What follows belongs to an exercise in optimizing a design on an open flow for small area, a short achievable clock period and few clock cycles per item; a production flow would make more cautious choices. Where RTL was checked, it was by simulation tests only, not by an equivalence proof against the original. Power is estimated from default activity; no workload was simulated.

==> module dpvf_r4step, before the edit <==
module dpvf_r4step (
    input  wire [15:0] i_r,
    input  wire [1:0]  i_b,
    input  wire [15:0] i_nd,
    input  wire [17:0] i_nd3,
    output logic [15:0] o_r,
    output logic [1:0]  o_q
);
    logic [17:0] x;
    logic [18:0] t1, t2, t3;
    logic [19:0] u1, u2, u3;
    assign x  = {i_r, i_b};
    assign u1 = {1'b0, x, 1'b1} + {3'b111, i_nd, 1'b1};
    assign u2 = {1'b0, x, 1'b1} + {2'b11, i_nd, 2'b11};
    assign u3 = {1'b0, x, 1'b1} + {1'b1, i_nd3, 1'b1};
    assign t1 = u1[19:1];
    assign t2 = u2[19:1];
    assign t3 = u3[19:1];
    always_comb begin
        if (!t3[18]) begin
            o_q = 2'd3; o_r = t3[15:0];
        end else if (!t2[18]) begin
            o_q = 2'd2; o_r = t2[15:0];
        end else if (!t1[18]) begin
            o_q = 2'd1; o_r = t1[15:0];
        end else begin
            o_q = 2'd0; o_r = x[15:0];
        end
    end
endmodule
Settings: LEC_CHECK=0, ABC_CLOCK_PERIOD_IN_PS=4000, CAP_MARGIN=20, CORE_MARGIN=2, CORE_UTILIZATION=40, SLEW_MARGIN=20; clock period 12.0 ns.
run.sh (not shown) runs the stock make flow with config.mk's settings and CLKGATE_MAP_FILE= SYNTH_SCRIPT=/design/flow/synth_recipe.tcl, a recipe that flattens the netlist after the stock synthesis.
==> next run, changes <==
--- a/flow/design.v
+++ b/flow/design.v
@@ -33,21 +33,18 @@
     assign u2 = {1'b0, x, 1'b1} + {2'b11, i_nd, 2'b11};
     assign u3 = {1'b0, x, 1'b1} + {1'b1, i_nd3, 1'b1};
     assign t1 = u1[19:1];
     assign t2 = u2[19:1];
     assign t3 = u3[19:1];
-    always_comb begin
-        if (!t3[18]) begin
-            o_q = 2'd3; o_r = t3[15:0];
-        end else if (!t2[18]) begin
-            o_q = 2'd2; o_r = t2[15:0];
-        end else if (!t1[18]) begin
-            o_q = 2'd1; o_r = t1[15:0];
-        end else begin
-            o_q = 2'd0; o_r = x[15:0];
-        end
-    end
+    logic s3, s2, s1, s0;
+    assign s3  = !t3[18];
+    assign s2  = t3[18] && !t2[18];
+    assign s1  = t2[18] && !t1[18];
+    assign s0  = t1[18];
+    assign o_q = {s3 | s2, s3 | s1};
+    assign o_r = ({16{s3}} & t3[15:0]) | ({16{s2}} & t2[15:0])
+               | ({16{s1}} & t1[15:0]) | ({16{s0}} & x[15:0]);
 endmodule
 module dpvf_csa_tree #(
     parameter int N = 3,
     parameter int W = 8
 ) (
Result: Wire length stays flat; global-route usage hardly moves; via count goes up by 0.52%; power goes down by 0.44%; clock power goes down by 5.4%; cell area goes down by 0.60%; die area barely changes; final cell count goes down by 0.60%; non-clock buffer count goes down by 15; critical path depth does not change; utilization goes down by 0.23 points; maximum frequency goes up by 3.0%; sequential share of layout area goes up by 0.24 points; setup slack improved by 0.15 ns.
No run of this note included a check of the RTL's function; only the layout flow was run.

--- another note on this design; it stands on its own ---

==> flow/design.v (excerpt) <==
module discrete_pid_velocity_form (
    input  wire                                 i_clk,
    input  wire                                 i_rst_n,
    input  wire                                 i_cfg_we,
    input  wire [dpvf_pkg::CFG_ADDR_W-1:0]      i_cfg_addr,
    input  wire [dpvf_pkg::G_W-1:0]             i_cfg_wdata,
    input  wire                                 i_s_axis_tvalid,
    output logic                                o_s_axis_tready,
    input  wire [dpvf_pkg::E_W+dpvf_pkg::DT_W-1:0] i_s_axis_tdata,   
    input  wire                                 i_s_axis_tuser,   
    output logic                                o_m_axis_tvalid,
    input  wire                                 i_m_axis_tready,
    output logic [dpvf_pkg::OUT_W-1:0]          o_m_axis_tdata,   
    output logic                                o_m_axis_tuser    
);
Settings: LEC_CHECK=0, ABC_AREA=1, ABC_CLOCK_PERIOD_IN_PS=4000, CAP_MARGIN=20, CORE_MARGIN=2, CORE_UTILIZATION=40, SLEW_MARGIN=20; clock period 12.0 ns.
run.sh (not shown) runs the stock make flow with config.mk's settings and CLKGATE_MAP_FILE= SYNTH_SCRIPT=/design/flow/synth_recipe.tcl, a recipe that flattens the netlist after the stock synthesis.
Testbench counts at the start, summed over its fixed seeds: cycles 1,384, items 1,200.
Change:
Settings changed: ABC_AREA 1 to default.
Effect: Cell count drops by 14%. Total power drops by 18%. Final area drops by 2.6%. Maximum frequency climbs by 5.8%. Register-to-register slack stays flat. Clock power climbs by about 0.9%.

[what the ideal ports hide]
Ports are ideal in the flow. The routed layouts listed here were re-timed in OpenROAD. Step 1 assumes that a clkbuf_16 drives the clock port and a buf_2 every other input. Step 2 also shifts input and output timing later by t, the mid clock arrival at the registers, as if the neighbouring blocks saw the same clock. Three values: ideal, step 1, step 2; two values: the first two.
run | t, ns | setup slack, ns | worst hold slack (ns) | latest minus earliest clock arrival (ns) | cell pins on the clock port's net
the first run of note 1 | 0.993 | 6.657 / 6.551 / 6.717 | 0.352 / 0.352 / 0.352 | 0.119 / 0.118 | 1
the second run of note 1 | 1.015 | 6.812 / 6.694 / 7.199 | 0.390 / 0.390 / 0.390 | 0.078 / 0.078 | 1
the first run of note 2 | 1.030 | 7.053 / 6.940 / 7.295 | 0.353 / 0.353 / 0.353 | 0.105 / 0.105 | 1
the second run of note 2 | 0.994 | 7.326 / 7.326 / 7.326 | 0.376 / 0.376 / 0.376 | 0.063 / 0.063 | 1
After both steps every run listed still meets setup and hold.
